Context: an optimization exercise on an open-source flow, tuned for small area, a short achievable clock period and few clock cycles. The choices shown serve that exercise and are no tape-out recipe.
Function was checked by simulation only, so behaviour that the tests miss may differ from the original.
Power is estimated from default activity; no workload was simulated.

== v9 ==
// sa_top
module sa_top #(
  parameter int ROWS = sa_pkg::ROWS,
  parameter int COLS = sa_pkg::COLS
) (
  input  logic                               clk,
  input  logic                               rst,
  input  logic [sa_pkg::AXIL_ADDR_W-1:0]     axil_awaddr,
  input  logic                               axil_awvalid,
  output logic                               axil_awready,
  input  logic [sa_pkg::AXIL_DATA_W-1:0]     axil_wdata,
  input  logic [3:0]                         axil_wstrb,
  input  logic                               axil_wvalid,
  output logic                               axil_wready,
  output logic [1:0]                         axil_bresp,
  output logic                               axil_bvalid,
  input  logic                               axil_bready,
  input  logic [sa_pkg::AXIL_ADDR_W-1:0]     axil_araddr,
  input  logic                               axil_arvalid,
  output logic                               axil_arready,
  output logic [sa_pkg::AXIL_DATA_W-1:0]     axil_rdata,
  output logic [1:0]                         axil_rresp,
  output logic                               axil_rvalid,
  input  logic                               axil_rready,
  input  logic [COLS-1:0][sa_pkg::W_IN-1:0]  k_data,
  input  logic                               k_last,
  input  logic                               k_valid,
  output logic                               k_ready,
  input  logic [ROWS-1:0][sa_pkg::W_IN-1:0]  x_data,
  input  logic                               x_last,
  input  logic                               x_valid,
  output logic                               x_ready,
  input  logic [ROWS-1:0][sa_pkg::W_ACC-1:0] a_data,
  input  logic                               a_valid,
  output logic                               a_ready,
  output logic [ROWS-1:0][sa_pkg::W_ACC-1:0] y_data,
  output logic                               y_last,
  output logic                               y_valid,
  input  logic                               y_ready
);
Size: roughly 6600 cells after synthesis, about 690 flip-flops, ~370 I/O pins, about 67000 um^2 of cells after synthesis.
Settings: LEC_CHECK=0, CAP_MARGIN=20, CORE_MARGIN=2, CORE_UTILIZATION=40, PLACE_DENSITY=0.6, SLEW_MARGIN=20, TNS_END_PERCENT=5; clock period 10.5 ns.
standard.sh (not shown) runs the stock make flow with config.mk's settings and CLKGATE_MAP_FILE= SYNTH_SCRIPT=/design/flow/synth_recipe.tcl, a recipe that flattens the netlist after the stock synthesis.
==> flow/flow/run.sh <==
#!/bin/bash
set -euo pipefail
bash standard.sh "BUFFER_PORTS_ARGS=-buffer_cell sky130_fd_sc_hd__buf_1" SETUP_SLACK_MARGIN=5.4 finish > standard.log 2>&1
Testbench counts of v9, summed over its fixed seeds: cycles 5,239.
[inputs] v35 vs v9
- an added SETUP_SLACK_MARGIN of 5
- a change of CORE_UTILIZATION from 40 to 55
- an added CTS_CLUSTER_DIAMETER of 130
- a change of PLACE_DENSITY from 0.6 to 0.7
- an added CTS_CLUSTER_SIZE of 30
==> flow/flow/run.sh <==
#!/bin/bash
# The standard layout, with the smallest buffer on each input and output port
# (every port still gets its own buffer; the repair steps resize them where
# timing needs it). make's full output goes to standard.log.
set -euo pipefail
bash standard.sh "BUFFER_PORTS_ARGS=-buffer_cell sky130_fd_sc_hd__buf_1" finish > standard.log 2>&1
Results
Relative to v9, non-clock buffer count decreased by 101 in v35.
Changes observed in v35 relative to v9: setup slack has decreased; count of clock-net buffers in the final layout moved down.
> inputs changed (v35 -> v11)
- removing CTS_CLUSTER_DIAMETER (formerly 130)
- changing PLACE_DENSITY from 0.7 to 0.6
- changing CORE_UTILIZATION from 55 to 40
- changing CTS_CLUSTER_SIZE from 30 to 25
Row via count: v11 lower / v35 higher
In the metrics for v11 and v35, the one carrying the lower placement-stage cell area is v35.
When the final numbers for v11 and v35 were put side by side, the post-synthesis to final-layout area growth turned out to be smaller in v35.
Reg2reg setup slack delta for v11 relative to v35: 0.05 ns higher
Per the comparison of v11 with v35, clock-buffer cell count increased by 170% relative to the old numbers, worst hold slack decreased by 0.018 ns relative to the old numbers, global-route met2 utilization decreased by 12 points relative to the old numbers, worst setup slack increased by 0.033 ns relative to the old numbers, post-layout utilization of the core decreased by 15 points relative to the old numbers.
Sort v11 and v35 by routing usage on met1 asc -> top: v11
v11 — wire length of the first global-routing pass 15000 um higher, v35 as reference
For v32, these inputs were changed with respect to v11:
- CTS_CLUSTER_DIAMETER newly set to 140
- TNS_END_PERCENT changed from 5 to 0
- CTS_CLUSTER_SIZE changed from 25 to 24
### Flow results
v32 went all the way through the flow, and no timing, DRC or antenna check failed.
NOTE final net count v11->v32 decreased slightly
Taking v11 as the reference, in v32 later-pin clock latency in the skew report went down; total detailed-routing wirelength went down.

========
## oak
Another version of the RTL of sa_top (not shown whole).
Size in the first run: roughly 5,700 cells after synthesis, about 690 flip-flops, roughly 370 I/O pins, roughly 0.062 mm2 of cells after synthesis.
clock: 10.5 ns
lec_check: 0
cap_margin: 20
core_margin: 2
core_utilization: 40
cts_cluster_diameter: 140
cts_cluster_size: 24
place_density: 0.6
setup_slack_margin: 5
slew_margin: 20
tns_end_percent: 0
==> flow/flow/run.sh <==
#!/bin/bash
# The standard layout, with the smallest buffer on each input and output port
# (every port still gets its own buffer; the repair steps resize them where
# timing needs it). make's full output goes to standard.log.
set -euo pipefail
bash standard.sh "BUFFER_PORTS_ARGS=-buffer_cell sky130_fd_sc_hd__buf_1" finish > standard.log 2>&1
No stage failed in oak, and the final checks on the layout all came back clean.
Testbench counts of oak, summed over its fixed seeds: cycles 5,239.
Edits applied to the flow inputs when going from oak to pine:
- TNS_END_PERCENT now 5, was 0
==> flow/run.sh (new file) <==
#!/bin/bash
# synth_recipe.tcl (not shown) runs the flow's synth.tcl, then flattens the netlist and writes it again
# the make line also repeats each setting of config.mk as NAME=value (left out here)
make -C /OpenROAD-flow-scripts/flow DESIGN_CONFIG=/design/flow/config.mk WORK_HOME=/design/flow/orfs CLKGATE_MAP_FILE= SYNTH_SCRIPT=/design/flow/synth_recipe.tcl finish
removed: flow/flow/run.sh
removed: flow/standard.sh
## What came out
In the metrics for oak and pine, the one carrying the higher utilization is pine.
From oak to pine the numbers moved as follows: worst setup slack went up 7.0 ps, global routing met1 resource utilization went up 1.1 points.
Peak supply drop: pine < oak
pine against oak: number of fill cells in the layout decreased 229; fraction of power spent switching nets lost 0.22 points; post-detailed-route via-to-cell ratio picked up an extra 0.036.
Total power after layout is higher on pine

========
== alpha ==
RTL: one of the versions met above, not the one the previous note started from.
Size: about 6,600 cells after synthesis, roughly 690 flip-flops, ~370 I/O pins.
export LEC_CHECK = 0
export CAP_MARGIN = 20
export CORE_MARGIN = 2
export CORE_UTILIZATION = 55
export CTS_CLUSTER_DIAMETER = 120
export CTS_CLUSTER_SIZE = 24
export PLACE_DENSITY = 0.7
export SETUP_SLACK_MARGIN = 5
export SLEW_MARGIN = 20
export TNS_END_PERCENT = 5
create_clock -name core_clock -period 10.5 [get_ports {clk}]
==> flow/flow/run.sh <==
#!/bin/bash
# The standard layout, with the smallest buffer on each input and output port
# (every port still gets its own buffer; the repair steps resize them where
# timing needs it). make's full output goes to standard.log.
set -euo pipefail
bash standard.sh "BUFFER_PORTS_ARGS=-buffer_cell sky130_fd_sc_hd__buf_1" finish > standard.log 2>&1
Testbench counts of alpha, summed over its fixed seeds: cycles 5,239.
Input-level comparison between beta and alpha:
Settings: CTS_CLUSTER_DIAMETER: 120 -> unset; SLEW_MARGIN: 20 -> 5; CTS_CLUSTER_SIZE: 24 -> unset; CORE_UTILIZATION: 55 -> 40; CAP_MARGIN: 20 -> 5; PLACE_DENSITY: 0.7 -> 0.6.
==> flow/run.sh (new file) <==
#!/bin/bash
# synth_recipe.tcl (not shown) runs the flow's synth.tcl, then flattens the netlist and writes it again
# the make line also repeats each setting of config.mk as NAME=value (left out here)
make -C /OpenROAD-flow-scripts/flow DESIGN_CONFIG=/design/flow/config.mk WORK_HOME=/design/flow/orfs CLKGATE_MAP_FILE= SYNTH_SCRIPT=/design/flow/synth_recipe.tcl finish
removed: flow/flow/run.sh
removed: flow/standard.sh
==> run notes <==
Wire length grows by a few percent when moving from alpha to beta.
The maximum operating frequency on alpha is in line with that on beta.
alpha leaves less setup margin than beta.
Compared to alpha, beta leaves more free space in the core.
beta ends up with a power that is 11% higher than in alpha.
beta: count of buffers added by post-CTS timing repair for setup lower than alpha
Relative to alpha, the data arrival time at the worst-slack endpoint of beta is lower by 2.53 ns.
> inputs changed (beta -> gamma)
Settings: CAP_MARGIN changed from 5 to 20; CTS_CLUSTER_SIZE newly set to 24; SLEW_MARGIN changed from 5 to 20; CTS_CLUSTER_DIAMETER newly set to 140.
==> flow/flow/run.sh (new file) <==
#!/bin/bash
# The standard layout, with the smallest buffer on each input and output port
# (every port still gets its own buffer; the repair steps resize them where
# timing needs it). make's full output goes to standard.log.
set -euo pipefail
bash standard.sh "BUFFER_PORTS_ARGS=-buffer_cell sky130_fd_sc_hd__buf_1" finish > standard.log 2>&1
==> flow/standard.sh (new file) <==
#!/bin/bash
# synth_recipe.tcl (not shown) runs the flow's synth.tcl, then flattens the netlist and writes it again
# the make line also repeats each setting of config.mk as NAME=value (left out here)
make -C /OpenROAD-flow-scripts/flow DESIGN_CONFIG=/design/flow/config.mk WORK_HOME=/design/flow/orfs CLKGATE_MAP_FILE= SYNTH_SCRIPT=/design/flow/synth_recipe.tcl "${@:-finish}"
removed: flow/run.sh
Notes after the runs:
- The count of filler cells inserted in the layout in gamma sits 291 above the value recorded for beta.
- | fmax | lower: gamma |
- | final cell count without fillers | higher: beta |
- Looking at time the final worst path needs with I/O delays and setup across gamma and beta, the one that comes out higher is gamma.
- Delta (gamma minus beta): cell area fell 0.0037 mm2; average vias per placed instance fell 0.031.
- Sort gamma and beta by part of the power in combinational logic desc -> top: gamma
- Compared with beta, gamma shows setup slack after layout lower by 0.023 ns.
- The net load switching power in gamma sits 4.7% below the value recorded for beta.
- Compared with beta, in gamma worst setup slack after placement rose 0.49 ns; total congestion overflow barely changed.
## Diff of input files: delta against gamma
Settings: removing CTS_CLUSTER_DIAMETER (formerly 140); removing CTS_CLUSTER_SIZE (formerly 24).
## What came out
- Between delta and gamma, the inverter count figures differ only marginally.
- Critical path depth, gamma and delta: smaller value in gamma
- Diff gamma -> delta | part of the power in the clock network | increase of 7.8 points
- Between gamma and delta, the first-pass GRT wire length is lower for gamma.

re-timing with driven ports:
The results above use ideal ports. As a check the final layouts listed here were re-extracted and re-timed, cells and wires unchanged. Step 1: set_driving_cell puts a clkbuf_16 on clk and a buf_2 on each other input, an assumption about the parent block. Step 2 also shifts input and output timing later by t, the mid clock arrival at the registers, as if the neighbouring blocks saw the same clock. Three values: no drivers, after step 1, after step 2; two values: the first two.
| run | t (ns) | setup WS [ns] | worst hold slack (ns) | slew at the worst register clock pin (ns) | pins driven straight from the clock port |
|---|---|---|---|---|---|
| v9 | 0.821 | 5.157 / 5.172 / 4.362 | 0.403 / 0.403 / 0.403 | 0.07 / 0.07 | 1 |
| v35 | 0.732 | 4.986 / 4.967 / 4.279 | 0.429 / 0.429 / 0.429 | 0.12 / 0.12 | 1 |
| v11 | 0.815 | 5.019 / 4.953 / 4.219 | 0.410 / 0.410 / 0.410 | 0.07 / 0.07 | 1 |
| v32 | 0.734 | 4.969 / 4.921 / 4.271 | 0.419 / 0.419 / 0.419 | 0.12 / 0.12 | 1 |
| oak | 0.728 | 4.902 / 4.883 / 4.155 | 0.422 / 0.422 / 0.422 | 0.12 / 0.12 | 1 |
| pine | 0.732 | 4.909 / 4.893 / 4.176 | 0.418 / 0.418 / 0.418 | 0.11 / 0.11 | 1 |
| alpha | 0.729 | 5.002 / 4.967 / 4.299 | 0.426 / 0.426 / 0.426 | 0.11 / 0.11 | 1 |
| beta | 0.815 | 5.013 / 4.962 / 4.271 | 0.416 / 0.416 / 0.416 | 0.07 / 0.07 | 1 |
| gamma | 0.744 | 4.990 / 4.946 / 4.280 | 0.421 / 0.421 / 0.421 | 0.12 / 0.12 | 1 |
| delta | 0.815 | 5.008 / 4.952 / 4.209 | 0.407 / 0.407 / 0.407 | 0.07 / 0.07 | 1 |
After both steps setup and hold are still met in every run listed. The setup slack of v11, which loses most, moves by -0.066 ns with the drivers and by -0.800 ns with both steps.
